This design comes from an exercise in tuning for small area, a short achievable clock period and few clock cycles per item on the open sky130 flow, not from production work.
RTL that was checked went through simulation tests only; none was proved equivalent to the original.

## colourTop
module colourTop (
	input logic CLOCK_50_I,
	input logic resetn,
	input logic [3:0] paddr,
	input logic psel,
	input logic penable,
	input logic pwrite,
	input logic [31:0] pwdata,
	output logic [31:0] prdata,
	output logic pready,
	output logic pslverr,
	output logic memRdEn,
	output colourPkg::addr_t memRdAddr,
	input colourPkg::word_t memRdData,
	output logic memWrEn,
	output colourPkg::addr_t memWrAddr,
	output colourPkg::word_t memWrData
);
Size: roughly 470 flip-flops, about 25000 sq um of cells after synthesis.
export LEC_CHECK = 0
export CAP_MARGIN = 20
export CORE_MARGIN = 2
export CORE_UTILIZATION = 40
export PLACE_DENSITY = 0.6
export SETUP_SLACK_MARGIN = 4.4
export SLEW_MARGIN = 20
create_clock -name core_clock -period 9.0 [get_ports {CLOCK_50_I}]
run.sh (not shown) runs the stock make flow with config.mk's settings and CLKGATE_MAP_FILE= SYNTH_SCRIPT=/design/flow/synth_recipe.tcl, a recipe that flattens the netlist after the stock synthesis.
Edit:
Settings changed: SETUP_SLACK_MARGIN 4.4 to 4.8.
The changed run completed with no timing, DRC or antenna violations.
Area after synthesis is unchanged.
Die area does not change.
Worst hold slack degrades by 0.0059 ns.
Worst setup slack improves by 0.18 ns.
Function was not checked in any run of this note: the RTL went through the layout flow alone.

* * *

Setup of fjord:
Another version of the RTL of colourTop (not shown whole).
Size in the first run: ~2500 cells after synthesis, roughly 490 flip-flops, ~27000 um2 of cells after synthesis.
==> flow/design.v (excerpt) <==
module colourTop (
	input logic CLOCK_50_I,
	input logic resetn,
	input logic [3:0] paddr,
	input logic psel,
	input logic penable,
	input logic pwrite,
	input logic [31:0] pwdata,
	output logic [31:0] prdata,
	output logic pready,
	output logic pslverr,
	output logic memRdEn,
	output colourPkg::addr_t memRdAddr,
	input colourPkg::word_t memRdData,
	output logic memWrEn,
	output colourPkg::addr_t memWrAddr,
	output colourPkg::word_t memWrData
);
clock: 9.0 ns
lec_check: 0
cap_margin: 20
core_margin: 2
core_utilization: 40
cts_cluster_diameter: 80
cts_cluster_size: 28
place_density: 0.6
setup_slack_margin: 5.0
slew_margin: 20
standard.sh (not shown) runs the stock make flow with config.mk's settings and CLKGATE_MAP_FILE= SYNTH_SCRIPT=/design/flow/synth_recipe.tcl, a recipe that flattens the netlist after the stock synthesis.
==> flow/flow/run.sh <==
#!/bin/bash
set -e
bash standard.sh finish SETUP_SLACK_MARGIN=5.75 > standard.log 2>&1
Changes in indigo relative to fjord:
==> flow/flow/run.sh <==
#!/bin/bash
set -e
bash standard.sh finish SETUP_SLACK_MARGIN=5.6 > standard.log 2>&1
## What came out
- Diff fjord -> indigo: routed length on met1 higher, setup slack after layout lower, number of clock buffer instances in the layout lower, area of combinational cells with multiple inputs lower.
- Summary of the comparison: shortest period the worst path allows is higher in indigo, relative to fjord.
- indigo: final cell utilization of the core lower than fjord
Changes in violet relative to indigo:
==> flow/flow/run.sh <==
#!/bin/bash
set -e
bash standard.sh finish SETUP_SLACK_MARGIN=5.45 > standard.log 2>&1
### Flow results
From indigo to violet the numbers moved as follows: wire length per cell after detailed routing lower; routed wire length down 2.6%; design area -about 1.6%.
--- input diff violet..pepper ---
==> flow/flow/run.sh <==
#!/bin/bash
set -e
bash standard.sh finish SETUP_SLACK_MARGIN=5.9 > standard.log 2>&1
Findings:
Compared with violet, pepper instantiates a larger number of standard cells. For violet, the startpoint of the worst setup timing path was ups.cu[6]$_DFF_P_, unlike pepper, where it was ups.cu3[9]$_DFF_P_. Against violet as the reference, pepper delivers a higher length of routed wiring on met1. Compared pepper vs violet, and sequential cell area share is down in pepper. Comparing wire length on met2 for violet and pepper, the smaller number came from violet. Compared with violet, placement density in the core of pepper is higher. Changes observed in pepper relative to violet: clock-buffer cell count picked up an extra 1, number of hold-slack violations in the final timing report held steady, number of port buffers now sits at about the same level.
No run of this note included a check of the RTL's function; only the layout flow was run.

* * *

## branch amber
colourTop, a different RTL version from the one above (not shown whole).
Size: roughly 2,400 cells after synthesis, ~150 I/O pins, about 25,000 sq um of cells after synthesis.
make LEC_CHECK=0 CAP_MARGIN=20 CORE_MARGIN=2 CORE_UTILIZATION=40 PLACE_DENSITY=0.6 SETUP_SLACK_MARGIN=5.0 SLEW_MARGIN=20 finish   # period 9.0 ns
run.sh (not shown) runs the stock make flow with config.mk's settings and CLKGATE_MAP_FILE= SYNTH_SCRIPT=/design/flow/synth_recipe.tcl, a recipe that flattens the netlist after the stock synthesis.
Stock flow here: none of the scripts above is used.
> inputs changed (branch amber -> branch umber)
- swapping 5.0 for 4.5 in SETUP_SLACK_MARGIN
Notes after the runs:
Relative to branch amber, area growth from synthesis to final layout has decreased by 3.0 points in branch umber.
Comparing branch amber and branch umber, sequential share of layout area is lower on branch amber.
Higher hold slack goes to branch umber over branch amber.
No functional check of the RTL was part of any run of this note.

* * *

== the reference run ==
colourTop, a different RTL version from the one above (not shown whole).
Size in the first run: about 2,500 cells after synthesis.
==> flow/config.mk <==
export PLATFORM = sky130hd
export DESIGN_NAME = colourTop
export DESIGN_NICKNAME = colourTop
export VERILOG_FILES = /design/flow/design.v
export SDC_FILE = /design/flow/constraint.sdc
export NUM_CORES = 4
export LEC_CHECK = 0
export CAP_MARGIN = 20
export CORE_MARGIN = 2
export CORE_UTILIZATION = 40
export CTS_CLUSTER_DIAMETER = 80
export CTS_CLUSTER_SIZE = 28
export PLACE_DENSITY = 0.6
export SETUP_SLACK_MARGIN = 5.0
export SLEW_MARGIN = 20
==> flow/constraint.sdc <==
create_clock -name core_clock -period 9.0 [get_ports {CLOCK_50_I}]
set_input_delay 1.8000 -clock core_clock [delete_from_list [all_inputs] [get_ports {CLOCK_50_I}]]
set_output_delay 1.8000 -clock core_clock [all_outputs]
set_load 0.01 [all_outputs]
The inputs of the trial run differ from those of the reference run as listed below.
Settings: changing SETUP_SLACK_MARGIN from 5.0 to 4.8.
## What came out
- On post-layout instance area, the reference run tracks the trial run almost exactly.
- Delta (the trial run minus the reference run): cell count barely changed; first-pass GRT wire length went down by 750 um; clock insertion delay at the later pin of the skew report rose 0.03 ns; clock buffer count in the final layout has increased.
- Delta (the trial run minus the reference run): worst-margin pin slew now smaller, number of design-rule violations left by the first detailed-router iteration comparable, clock-cell share of area now larger, worst setup slack now smaller.
No functional check of the RTL was part of any run of this note.

* * *

== P ==
Another version of the RTL of colourTop (not shown whole).
Size: roughly 480 flip-flops.
clock: 9.0 ns
lec_check: 0
cap_margin: 20
core_margin: 2
core_utilization: 40
cts_cluster_diameter: 80
cts_cluster_size: 28
place_density: 0.6
setup_slack_margin: 5.0
slew_margin: 20
standard.sh (not shown) runs the stock make flow with config.mk's settings and CLKGATE_MAP_FILE= SYNTH_SCRIPT=/design/flow/synth_recipe.tcl, a recipe that flattens the netlist after the stock synthesis.
==> flow/flow/run.sh <==
#!/bin/bash
set -e
bash standard.sh finish SETUP_SLACK_MARGIN=5.9 "BUFFER_PORTS_ARGS=-buffer_cell sky130_fd_sc_hd__buf_4" > standard.log 2>&1
The flow did not stop early for P: all stages ran, and the layout cleared the timing, design-rule and antenna checks.
Testbench counts of P, summed over its fixed seeds: cycles 921,728, frames 8.
What Q does differently from P at the input level:
# P
export LEC_CHECK = 0
export CAP_MARGIN = 20
export CORE_MARGIN = 2
export CORE_UTILIZATION = 40
export CTS_CLUSTER_DIAMETER = 80
export CTS_CLUSTER_SIZE = 28
export PLACE_DENSITY = 0.6
export SETUP_SLACK_MARGIN = 5.0
export SLEW_MARGIN = 20
create_clock -name core_clock -period 9.0 [get_ports {CLOCK_50_I}]
# Q
export LEC_CHECK = 0
export CAP_MARGIN = 20
export CORE_MARGIN = 2
export CORE_UTILIZATION = 40
export CTS_CLUSTER_DIAMETER = 85
export CTS_CLUSTER_SIZE = 32
export PLACE_DENSITY = 0.6
export SETUP_SLACK_MARGIN = 5.0
export SLEW_MARGIN = 20
create_clock -name core_clock -period 9.0 [get_ports {CLOCK_50_I}]
==> flow/flow/run.sh <==
#!/bin/bash
set -e
bash standard.sh finish SETUP_SLACK_MARGIN=5.8 "BUFFER_PORTS_ARGS=-buffer_cell sky130_fd_sc_hd__buf_4" > standard.log 2>&1
==> run summary <==
P -> Q: total number of vias decreased slightly
Clock-buffer cell count (P / Q): 1.3
Re met2 track demand over resource in global routing: Q is 0.33 points up on P.
[Q] largest stage delay on the critical path rose 0.04 ns relative to P
Min slack of the critical path across P and Q: P
Q reports its end of the critical path as pixY2687[19]$_DFF_P_ while P reports csc.gPart[24]$_DFF_P_.
Going from P to Q, post-CTS setup buffer count shrinks by about 30%.
| non-clock buffer total of the final layout | higher: P |
Wire length on met1 is lower on Q

* * *

oak:
colourTop again, from the RTL that the note above started with.
==> flow/config.mk <==
export PLATFORM = sky130hd
export DESIGN_NAME = colourTop
export DESIGN_NICKNAME = colourTop
export VERILOG_FILES = /design/flow/design.v
export SDC_FILE = /design/flow/constraint.sdc
export NUM_CORES = 4
export LEC_CHECK = 0
export CAP_MARGIN = 20
export CORE_MARGIN = 2
export CORE_UTILIZATION = 40
export CTS_CLUSTER_DIAMETER = 85
export CTS_CLUSTER_SIZE = 32
export PLACE_DENSITY = 0.6
export SETUP_SLACK_MARGIN = 5.0
export SLEW_MARGIN = 20
==> flow/constraint.sdc <==
create_clock -name core_clock -period 9.0 [get_ports {CLOCK_50_I}]
set_input_delay 1.8000 -clock core_clock [delete_from_list [all_inputs] [get_ports {CLOCK_50_I}]]
set_output_delay 1.8000 -clock core_clock [all_outputs]
set_load 0.01 [all_outputs]
==> flow/flow/run.sh <==
#!/bin/bash
set -e
bash standard.sh finish SETUP_SLACK_MARGIN=5.7 "BUFFER_PORTS_ARGS=-buffer_cell sky130_fd_sc_hd__buf_4" > standard.log 2>&1
Testbench counts of oak, summed over its fixed seeds: cycles 921,728, frames 8.
#### Input delta (pine over oak)
Settings: CTS_CLUSTER_SIZE: 32 -> 28; CTS_CLUSTER_DIAMETER: 85 -> 80.
==> flow/flow/run.sh <==
#!/bin/bash
set -e
bash standard.sh finish SETUP_SLACK_MARGIN=5.6 > standard.log 2>&1
Results
- pine: full flow OK, the timing, design-rule and antenna checks passed
- Between pine and oak, the difference in longest individual stage delay on the worst path is negligible.
- Final standard cell area without fillers essentially unchanged between pine and oak.
- The run showing the greater wire length is oak.
- Summary of the comparison: first-pass GRT wire length is lower in pine, relative to oak.
- oak -> pine: sequential share of cell area flat
- On cell count, pine and oak are neck and neck.
Input-level comparison between birch and pine:
Settings: a change of CTS_CLUSTER_DIAMETER from 80 to 85; a change of CTS_CLUSTER_SIZE from 28 to 32.
[summary]
birch | stages: all done | timing, DRC, antenna: all pass. Via count delta (birch -> pine): insignificant. Going from pine to birch, number of buffers and inverters on the critical path moved down; period utilization level. Against pine, birch reports a portion of the layout cell area used by clock cells that is lower. Between pine and birch, the global-route total usage across every layer does not differ in any meaningful way. | register fraction of the total cell area | birch vs pine | ≈ equal |. pine ended up with sky130_fd_sc_hd__fa_1 as its critical-path cell with the highest stage delay; birch ended up with sky130_fd_sc_hd__clkdlybuf4s50_1. Compared with pine, birch shows a highest fanout seen on the critical path that is 2 lower. A startpoint of the most critical setup path of writer.memWrAddr[5] is what birch shows, while ups.cv[5] belongs to pine. Capturing instance or port of the critical path: csc.rPart[23] -> pine, memWrAddr[5] -> birch. Summary of birch over pine: arrival time at the worst endpoint decreased 2300 ps, antenna violation net count after detailed routing closely matched the old numbers.

* * *

## build 57
colourTop, a different RTL version from the one above (not shown whole).
Size in the first run: roughly 2300 cells after synthesis, about 460 flip-flops, ~150 I/O pins.
==> flow/config.mk <==
export PLATFORM = sky130hd
export DESIGN_NAME = colourTop
export DESIGN_NICKNAME = colourTop
export VERILOG_FILES = /design/flow/design.v
export SDC_FILE = /design/flow/constraint.sdc
export NUM_CORES = 4
export LEC_CHECK = 0
export CAP_MARGIN = 20
export CORE_MARGIN = 2
export CORE_UTILIZATION = 40
export CTS_BUF_LIST = sky130_fd_sc_hd__clkbuf_8
export CTS_CLUSTER_SIZE = 25
export PLACE_DENSITY = 0.6
export SETUP_SLACK_MARGIN = 4.8
export SLEW_MARGIN = 20
==> flow/constraint.sdc <==
create_clock -name core_clock -period 9.0 [get_ports {CLOCK_50_I}]
set_input_delay 1.8000 -clock core_clock [delete_from_list [all_inputs] [get_ports {CLOCK_50_I}]]
set_output_delay 1.8000 -clock core_clock [all_outputs]
set_load 0.01 [all_outputs]
run.sh (not shown) runs the stock make flow with config.mk's settings and CLKGATE_MAP_FILE= SYNTH_SCRIPT=/design/flow/synth_recipe.tcl, a recipe that flattens the netlist after the stock synthesis.
Stock flow here: none of the scripts above is used.
Testbench counts of build 57, summed over its fixed seeds: cycles 921,712, frames 8.
Edits applied to the flow inputs when going from build 57 to build 1:
# build 57
export LEC_CHECK = 0
export CAP_MARGIN = 20
export CORE_MARGIN = 2
export CORE_UTILIZATION = 40
export CTS_BUF_LIST = sky130_fd_sc_hd__clkbuf_8
export CTS_CLUSTER_SIZE = 25
export PLACE_DENSITY = 0.6
export SETUP_SLACK_MARGIN = 4.8
export SLEW_MARGIN = 20
create_clock -name core_clock -period 9.0 [get_ports {CLOCK_50_I}]
# build 1
export LEC_CHECK = 0
export CAP_MARGIN = 20
export CORE_MARGIN = 2
export CORE_UTILIZATION = 40
export PLACE_DENSITY = 0.6
export SETUP_SLACK_MARGIN = 5.0
export SLEW_MARGIN = 20
create_clock -name core_clock -period 9.0 [get_ports {CLOCK_50_I}]
==> run summary <==
Build 1 has completed all stages; timing, DRC and antenna checks passed. Relative to build 57, non-clock buffering overhead in the final layout has increased by 0.46 points in build 1. Wire: build 1 routes more than build 57. Setup slack, build 57 and build 1, higher one = build 1. Between build 57 and build 1, the global-route usage figures differ only marginally. Share of layout cells above drive strength 1: build 57 vs build 1 — no meaningful difference. Relative to build 57, critical path depth increased by 12 in build 1.
What build 85 does differently from build 1 at the input level:
# build 1
export LEC_CHECK = 0
export CAP_MARGIN = 20
export CORE_MARGIN = 2
export CORE_UTILIZATION = 40
export PLACE_DENSITY = 0.6
export SETUP_SLACK_MARGIN = 5.0
export SLEW_MARGIN = 20
create_clock -name core_clock -period 9.0 [get_ports {CLOCK_50_I}]
# build 85
export LEC_CHECK = 0
export ABC_AREA = 1
export CAP_MARGIN = 20
export CORE_MARGIN = 2
export CORE_UTILIZATION = 40
export CTS_CLUSTER_DIAMETER = 80
export CTS_CLUSTER_SIZE = 28
export PLACE_DENSITY = 0.6
export SETUP_SLACK_MARGIN = 4.8
export SLEW_MARGIN = 20
create_clock -name core_clock -period 9.0 [get_ports {CLOCK_50_I}]
==> comparison <==
Re final number of setup-violating endpoints: no difference whatsoever between build 85 and build 1. Routed wire in build 85 totals more than in build 1. Design area (build 85 vs. build 1) increases slightly. NOTE: post-synthesis instance area in build 85 exceeds that of build 1. Build 85 ends up with lower layout-stage area growth over the synthesis result than build 1 does. Relative to build 1, number of placement rows increased by 3 in build 85. Compared with build 1, the detailed router inserted more vias in build 85. Per the comparison of build 85 with build 1, critical path depth shrank by 18.
Setup changes, build 85 to build 72
# build 85
export LEC_CHECK = 0
export ABC_AREA = 1
export CAP_MARGIN = 20
export CORE_MARGIN = 2
export CORE_UTILIZATION = 40
export CTS_CLUSTER_DIAMETER = 80
export CTS_CLUSTER_SIZE = 28
export PLACE_DENSITY = 0.6
export SETUP_SLACK_MARGIN = 4.8
export SLEW_MARGIN = 20
create_clock -name core_clock -period 9.0 [get_ports {CLOCK_50_I}]
# build 72
export LEC_CHECK = 0
export CAP_MARGIN = 20
export CORE_MARGIN = 2
export CORE_UTILIZATION = 40
export CTS_CLUSTER_DIAMETER = 80
export CTS_CLUSTER_SIZE = 28
export PLACE_DENSITY = 0.6
export SETUP_SLACK_MARGIN = 4.8
export SLEW_MARGIN = 20
create_clock -name core_clock -period 9.0 [get_ports {CLOCK_50_I}]
Findings:
Build 72 vs. build 85: area of the multi-input gates went down 460 um^2, simple-gate share of the synthesized area dropped 8.1 points. Of the two values seen for library cell contributing the largest single delay on the critical path, dfrtp_4 was produced by build 72 and clkdlybuf4s50_1 by build 85. Build 72: all stages complete, timing, DRC and antenna checks passed.
#### Input delta (build 61 over build 72)
# build 72
export LEC_CHECK = 0
export CAP_MARGIN = 20
export CORE_MARGIN = 2
export CORE_UTILIZATION = 40
export CTS_CLUSTER_DIAMETER = 80
export CTS_CLUSTER_SIZE = 28
export PLACE_DENSITY = 0.6
export SETUP_SLACK_MARGIN = 4.8
export SLEW_MARGIN = 20
create_clock -name core_clock -period 9.0 [get_ports {CLOCK_50_I}]
# build 61
export LEC_CHECK = 0
export CAP_MARGIN = 20
export CORE_MARGIN = 2
export CORE_UTILIZATION = 40
export PLACE_DENSITY = 0.6
export SETUP_SLACK_MARGIN = 4.8
export SLEW_MARGIN = 20
create_clock -name core_clock -period 9.0 [get_ports {CLOCK_50_I}]
- Build 61: final area about 2% above build 72
- Build 61: sum of met2 wire segment lengths after detailed routing 0.97% below build 72
- Looking at build 61 and build 72, the total congestion overflow after global routing is a wash.
- Run comparison: build 61 startpoint of the worst setup timing path writer.word1; build 72 startpoint of the worst setup timing path seq.ph[2]
- Data arrival time at the worst-slack endpoint: build 61 and build 72 compared, higher one is build 72
- The run with more routed wire is build 61, not build 72.

[static timing again, ports no longer ideal]
No port has a modelled driver above. Below, the same layouts with a new extraction and two added sets of constraints. Step 1 sets driving cells, clkbuf_16 on the clock port and buf_2 on the other inputs (assumed; they add their load-dependent delay and slew). Step 2 moves the port delays by t, midway between the first and last clock arrival at a register: inputs arrive t later, outputs are due t later. That takes back most of the time a late clock gives input paths. Slacks: no drivers / after step 1 / after step 2; pairs: no drivers / after step 1.
run	t (ns)	setup slack, ns	worst setup path at the end	worst slew at a driven data input, ns
the first run of note 1	0.647	4.622 / 4.582 / 4.622	register to register	0.03
the second run of note 1	0.666	4.797 / 4.797 / 4.797	register to register	0.04
fjord	0.657	5.667 / 5.667 / 5.298	input to register	0.05
indigo	0.684	5.650 / 5.586 / 5.143	input to register	0.05
violet	0.666	5.498 / 5.498 / 4.937	input to register	0.05
pepper	0.680	5.602 / 5.602 / 5.277	input to register	0.05
branch amber	0.624	4.202 / 4.202 / 4.202	register to register	0.05
branch umber	0.643	4.231 / 4.231 / 4.231	register to register	0.05
the reference run	0.641	5.055 / 5.055 / 4.942	input to register	0.07
the trial run	0.656	4.992 / 4.992 / 4.884	input to register	0.07
P	0.655	5.819 / 5.819 / 5.471	input to register	0.05
Q	0.658	5.830 / 5.830 / 5.477	input to register	0.04
oak	0.653	5.713 / 5.713 / 5.367	input to register	0.04
pine	0.664	5.644 / 5.589 / 5.217	input to register	0.04
birch	0.643	5.656 / 5.595 / 5.209	input to register	0.04
build 57	0.686	4.972 / 4.972 / 4.926	input to register	0.04
build 1	0.641	5.016 / 5.016 / 4.890	input to register	0.04
build 85	0.651	4.930 / 4.875 / 4.579	input to register	0.03
build 72	0.654	4.960 / 4.960 / 4.933	input to register	0.04
build 61	0.634	4.962 / 4.909 / 4.892	input to register	0.04
After both steps every run listed still meets setup and hold. For violet, which loses most, drivers alone change the setup slack by 0.000 ns; drivers and shift together by -0.561 ns.
